This is an optimization exercise on Yosys and OpenROAD, whose aim is small area and a short achievable clock period, not a production implementation. Where RTL was checked, it was by simulation tests only, not by an equivalence proof against the original. No activity file was given, so power comes from the tool's default toggle rates.

build 91:
// data_mem_responder
module data_mem_responder #(
  parameter int DEPTH       = 128,
  parameter int WAIT_CYCLES = 2
) (
  input  logic        clk_i,
  input  logic        rst_i,
  input  logic        req_i,
  input  logic        we_i,
  input  logic [31:0] addr_i,
  input  logic [31:0] data_i,
  output logic        ack_o,
  output logic [31:0] data_o,
  output logic        err_o,
  output logic        busy_o
);
Size: roughly 6800 cells after synthesis, ~4400 flip-flops, ~100 I/O pins, roughly 110000 um2 of cells after synthesis.
clock: 6.0 ns
lec_check: 0
cap_margin: 20
core_margin: 2
core_utilization: 55
cts_cluster_diameter: 100
cts_cluster_size: 28
place_density: 0.7
setup_slack_margin: 3.6
slew_margin: 20
synth_hierarchical: 1
synth_minimum_keep_size: 0
standard.sh (not shown) runs the stock make flow with config.mk's settings and CLKGATE_MAP_FILE= SYNTH_SCRIPT=/design/flow/synth_recipe.tcl, a recipe that flattens the netlist after the stock synthesis.
==> flow/flow/run.sh <==
#!/bin/bash
# Layout: the standard ORFS flow (standard.sh), unchanged except for placement: the
# handshake pins are kept together as one group, each register that drives an output port
# is moved next to its port buffer after global placement and given its strongest drive
# (then legalized as usual),
# timing-driven global placement weights its critical nets harder, and the port buffers
# start as plain buf_2 cells (repair resizes them as usual).
set -uo pipefail
cd "$(dirname "${BASH_SOURCE[0]}")/.."
bash standard.sh \
  "IO_CONSTRAINTS=$PWD/flow/io.tcl" \
  "POST_GLOBAL_PLACE_TCL=$PWD/flow/near_pins.tcl" \
  "GLOBAL_PLACEMENT_ARGS=-timing_driven_net_weight_max 6 -timing_driven_nets_percentage 20" \
  "BUFFER_PORTS_ARGS=-buffer_cell sky130_fd_sc_hd__buf_2" \
  finish > flow_standard.log 2>&1
status=$?
tail -n 20 flow_standard.log
exit $status
==> flow/flow/io.tcl <==
# keep the handshake pins side by side, next to the control logic that drives them
set_io_pin_constraint -group -order -pin_names {req_i we_i busy_o ack_o err_o}
==> flow/flow/near_pins.tcl <==
# After global placement: move each register that drives an output port next to that
# port's output buffer (which sits at the pin), so the register-to-pin wire is short, and
# give it the strongest drive of its own cell type. Detailed placement legalizes the moved
# cells afterwards.
set block [ord::get_db_block]
set db [ord::get_db]
set moved 0
foreach bterm [$block getBTerms] {
  if {[$bterm getIoType] ne "OUTPUT"} { continue }
  set net [$bterm getNet]
  if {$net eq "NULL"} { continue }
  foreach it [$net getITerms] {
    if {![$it isOutputSignal]} { continue }
    set buf [$it getInst]
    foreach bit [$buf getITerms] {
      if {![$bit isInputSignal]} { continue }
      set inet [$bit getNet]
      if {$inet eq "NULL"} { continue }
      foreach dit [$inet getITerms] {
        if {![$dit isOutputSignal]} { continue }
        set drv [$dit getInst]
        if {![[$drv getMaster] isSequential]} { continue }
        set name [[$drv getMaster] getName]
        if {[regsub {_[0-9]+$} $name {_4} strong] && $strong ne $name} {
          set m [$db findMaster $strong]
          if {$m ne "NULL"} { $drv swapMaster $m }
        }
        lassign [$buf getLocation] x y
        $drv setLocation $x $y
        $drv setPlacementStatus PLACED
        incr moved
      }
    }
  }
}
puts "near_pins: moved $moved output registers next to their port buffers"
diff inputs: build 91 => build 31
==> flow/flow/run.sh <==
#!/bin/bash
# Layout: the standard ORFS flow (standard.sh), unchanged except for two placement
# options: timing-driven global placement weights its critical nets harder, and the port
# buffers start as plain buf_2 cells (repair resizes them as usual).
set -uo pipefail
cd "$(dirname "${BASH_SOURCE[0]}")/.."
bash standard.sh \
  "GLOBAL_PLACEMENT_ARGS=-timing_driven_net_weight_max 6 -timing_driven_nets_percentage 20" \
  "BUFFER_PORTS_ARGS=-buffer_cell sky130_fd_sc_hd__buf_2" \
  finish > flow_standard.log 2>&1
status=$?
tail -n 20 flow_standard.log
exit $status
removed: flow/flow/io.tcl
removed: flow/flow/near_pins.tcl
Notes after the runs:
Initial detailed-routing violation count, build 31 and build 91: larger value in build 91
Between build 31 and build 91, the difference in number of standard cells in the layout, taps in and fillers out is negligible.
Changes observed in build 31 relative to build 91: total power level, fraction of power spent switching nets level, final non-filler cell area moved down, sum of routed wire length over all layers moved down, share of post-route cells with drive strength above 1 moved down.
[compare] base=build 91 new=build 31: clock period minus final worst setup slack picked up an extra 41 ps; average instance area after synthesis closely matched the old numbers; maximum frequency shows a reduction of 0.0055 GHz.
--- input diff build 31..build 73 ---
==> flow/flow/run.sh <==
#!/bin/bash
# Layout: the standard ORFS flow (standard.sh), unchanged except for three placement
# options: the handshake pins are kept together as one group, timing-driven global
# placement weights its critical nets harder, and the port buffers start as plain buf_2
# cells (repair resizes them as usual).
set -uo pipefail
cd "$(dirname "${BASH_SOURCE[0]}")/.."
bash standard.sh \
  "IO_CONSTRAINTS=$PWD/flow/io.tcl" \
  "GLOBAL_PLACEMENT_ARGS=-timing_driven_net_weight_max 6 -timing_driven_nets_percentage 20" \
  "BUFFER_PORTS_ARGS=-buffer_cell sky130_fd_sc_hd__buf_2" \
  finish > flow_standard.log 2>&1
status=$?
tail -n 20 flow_standard.log
exit $status
==> flow/flow/io.tcl (new file) <==
# keep the handshake pins side by side, next to the control logic that drives them
set_io_pin_constraint -group -order -pin_names {req_i we_i busy_o ack_o err_o}
## What came out
Run comparison: build 73 master of the slowest instance on the critical path sky130_fd_sc_hd__dfxtp_4; build 31 master of the slowest instance on the critical path sky130_fd_sc_hd__dfrtp_2
Looking at wire length after detailed routing, build 73 sits above build 31.
Between build 31 and build 73, the area growth from synthesis to layout figures differ only marginally.
Area used by sequential logic in the layout across build 73 and build 31: no real change.
Input changes introduced in build 81 (baseline for comparison: build 73):
- swapping 0.7 for 0.65 in PLACE_DENSITY
- swapping 55 for 50 in CORE_UTILIZATION
==> flow/run.sh (new file) <==
#!/bin/bash
# synth_recipe.tcl (not shown) runs the flow's synth.tcl, then flattens the netlist and writes it again
# the make line also repeats each setting of config.mk as NAME=value (left out here)
make -C /OpenROAD-flow-scripts/flow DESIGN_CONFIG=/design/flow/config.mk WORK_HOME=/design/flow/orfs CLKGATE_MAP_FILE= SYNTH_SCRIPT=/design/flow/synth_recipe.tcl finish
removed: flow/flow/run.sh
removed: flow/flow/io.tcl
removed: flow/standard.sh
Results
Portion of total power attributed to sequential cells came out lower on build 81 than on build 73. In build 81 relative to build 73, total power had gone up slightly. Compared with build 73, build 81 shows total via count after detailed routing higher by 579. On met3 track demand over resource in global routing, the higher figure sits with build 73, not build 81. Routed length per instance grows by a few percent when moving from build 73 to build 81. Looking at layout overhead on the synthesized area, build 81 sits above build 73.

## the reference run
data_mem_responder, a different RTL version from the one above (not shown whole).
Size in the first run: about 4,400 flip-flops.
export LEC_CHECK = 0
export ABC_CLOCK_PERIOD_IN_PS = 2500
export CAP_MARGIN = 20
export CORE_MARGIN = 2
export CORE_UTILIZATION = 40
export CTS_CLUSTER_DIAMETER = 80
export CTS_CLUSTER_SIZE = 24
export PLACE_DENSITY = 0.6
export SETUP_SLACK_MARGIN = 3.4
export SLEW_MARGIN = 20
create_clock -name core_clock -period 6.0 [get_ports {clk_i}]
run.sh (not shown) runs the stock make flow with config.mk's settings and CLKGATE_MAP_FILE= SYNTH_SCRIPT=/design/flow/synth_recipe.tcl, a recipe that flattens the netlist after the stock synthesis.
Stock flow here: none of the scripts above is used.
[inputs] the trial run vs the reference run
Settings: a change of CTS_CLUSTER_SIZE from 24 to 14; a change of CTS_CLUSTER_DIAMETER from 80 to 50; an added CTS_BUF_LIST of sky130_fd_sc_hd__clkbuf_8; a deleted ABC_CLOCK_PERIOD_IN_PS that had been 2500.
Findings:
Looking at met1 wire length, the trial run sits 0.77% above the reference run. Changes observed in the trial run relative to the reference run: area share of and/or/nand/nor cells after synthesis did not really move, number of cells upsized or downsized after cts went down. The multi-input logic portion of the cell area on the reference run is in line with that on the trial run. Compared with the reference run, in the trial run post-route non-filler standard cell count now larger, routed wire length now larger.
No functional check of the RTL was part of any run of this note.

== build 30 ==
Another version of the RTL of data_mem_responder (not shown whole).
Size in the first run: roughly 7,500 cells after synthesis, about 4,500 flip-flops, ~110,000 um^2 of cells after synthesis.
clock: 6.0 ns
lec_check: 0
abc_clock_period_in_ps: 2500
cap_margin: 20
core_margin: 2
core_utilization: 55
cts_cluster_diameter: 100
cts_cluster_size: 28
place_density: 0.7
setup_slack_margin: 3.6
slew_margin: 20
--- input diff build 30..build 53 ---
Settings: an added CORE_ASPECT_RATIO of 0.5; a change of SETUP_SLACK_MARGIN from 3.6 to 3.7.
### Flow results
Build 53 was carried through to the last stage, and its layout satisfied the timing, design-rule and antenna checks. Final cell count delta for build 53 relative to build 30: 209 higher. Clock skew in build 53 is 0.0035 ns higher than in build 30. Of build 53 and build 30, build 53 shows the higher proportion of power drawn by the clock network, with build 30 below it. Total power was lower in the run labelled build 30. When the final numbers for build 53 and build 30 were put side by side, the number of nets at the end of the flow turned out to be smaller in build 30. End of the critical path = data_o[2]: build 53; end of the critical path = data_o[1]: build 30. Comparing the two runs side by side, build 53 comes out behind build 30 on post-detailed-routing wire length. For the design area, build 53 came in about 3% higher than build 30 did.
[inputs] build 71 vs build 53
Settings: CORE_UTILIZATION now 40, was 55; CORE_ASPECT_RATIO no longer set, was 0.5; PLACE_DENSITY now 0.6, was 0.7; CTS_CLUSTER_SIZE now 24, was 28; CTS_CLUSTER_DIAMETER now 80, was 100; SETUP_SLACK_MARGIN now 3.4, was 3.7.
--- outcome ---
Post-synthesis cell count came out exactly the same in build 53 and build 71. Met3 routing resource usage after global routing, build 53 and build 71: larger value in build 53. As far as hold violation total from the final report goes, build 53 and build 71 are indistinguishable; the numbers are identical. Looking only at clock share of power, and setting everything else aside, the lower value of build 53 and build 71 goes to build 53. Build 71 vs build 53 — total power density per cell area rose 14 nW/um^2. Between build 71 and build 53, it is build 71 whose total power is higher, by about 1.8%.
Changes in build 83 relative to build 71:
Settings: a change of CORE_UTILIZATION from 40 to 45; a change of CTS_CLUSTER_SIZE from 24 to 30; a change of CTS_CLUSTER_DIAMETER from 80 to 100; a change of SETUP_SLACK_MARGIN from 3.4 to 3.6; a change of PLACE_DENSITY from 0.6 to 0.65.
### Flow results
- Cmp build 83 and build 71 / HPWL after detailed placement / higher: build 71
- Termination of the worst setup path = data_o[14]$_DFF_P_: build 71; termination of the worst setup path = data_o[30]$_DFF_P_: build 83
- Number of well taps ended up 395 lower on build 83 than on build 71.
- Compared build 83 vs build 71, and number of global-route vias before repair is down in build 83.
### build 83 -> build 54
Settings: PLACE_DENSITY: 0.65 -> 0.75; CORE_UTILIZATION: 45 -> 65; CTS_CLUSTER_SIZE: 30 -> 28; SETUP_SLACK_MARGIN: 3.6 -> 3.7.
### Flow results
Build 54 has completed all stages; timing, DRC and antenna checks passed. On build 54: global-route usage over all layers is 12 points higher than what build 83 gave. Taking build 54 as 1.0, build 83 lands at 0.76 on non-clock buffer count. Relative to build 83, the power measured on build 54 has increased slightly. Comparing the two runs side by side, build 54 comes out ahead of build 83 on clock period minus final worst setup slack.

static timing again, ports no longer ideal:
Ports are ideal in the flow. The routed layouts listed here were re-timed in OpenROAD. Step 1 (the two cells are an assumption about what drives the block):
set clk [get_ports {clk_i}]
set_driving_cell -lib_cell sky130_fd_sc_hd__clkbuf_16 $clk
set_driving_cell -lib_cell sky130_fd_sc_hd__buf_2 [delete_from_list [all_inputs] $clk]
Step 2, shift: input delay + t, output delay - t, t = (earliest + latest rising clock arrival at the registers) / 2. This alone moves slack from input paths to output paths. Three values: no drivers, after step 1, after step 2; two values: the first two.
run	t, ns	setup slack, ns	worst data-port slew with drivers (ns)
build 91	0.941	3.312 / 3.227 / 3.003	0.17
build 31	0.942	3.272 / 3.190 / 3.040	0.17
build 73	0.957	3.346 / 3.263 / 3.023	0.17
build 81	0.938	3.293 / 3.205 / 2.693	0.21
the reference run	0.998	3.020 / 2.924 / 2.359	0.06
the trial run	1.224	2.850 / 2.762 / 2.152	0.06
build 30	0.968	3.373 / 3.280 / 2.737	0.14
build 53	0.996	3.346 / 3.243 / 2.679	0.07
build 71	1.002	3.300 / 3.208 / 2.504	0.12
build 83	0.984	3.349 / 3.271 / 2.704	0.12
build 54	0.975	3.370 / 3.278 / 2.705	0.06
After both steps every run listed still meets setup and hold. The setup slack of build 71, which loses most, moves by -0.092 ns with the drivers and by -0.796 ns with both steps.
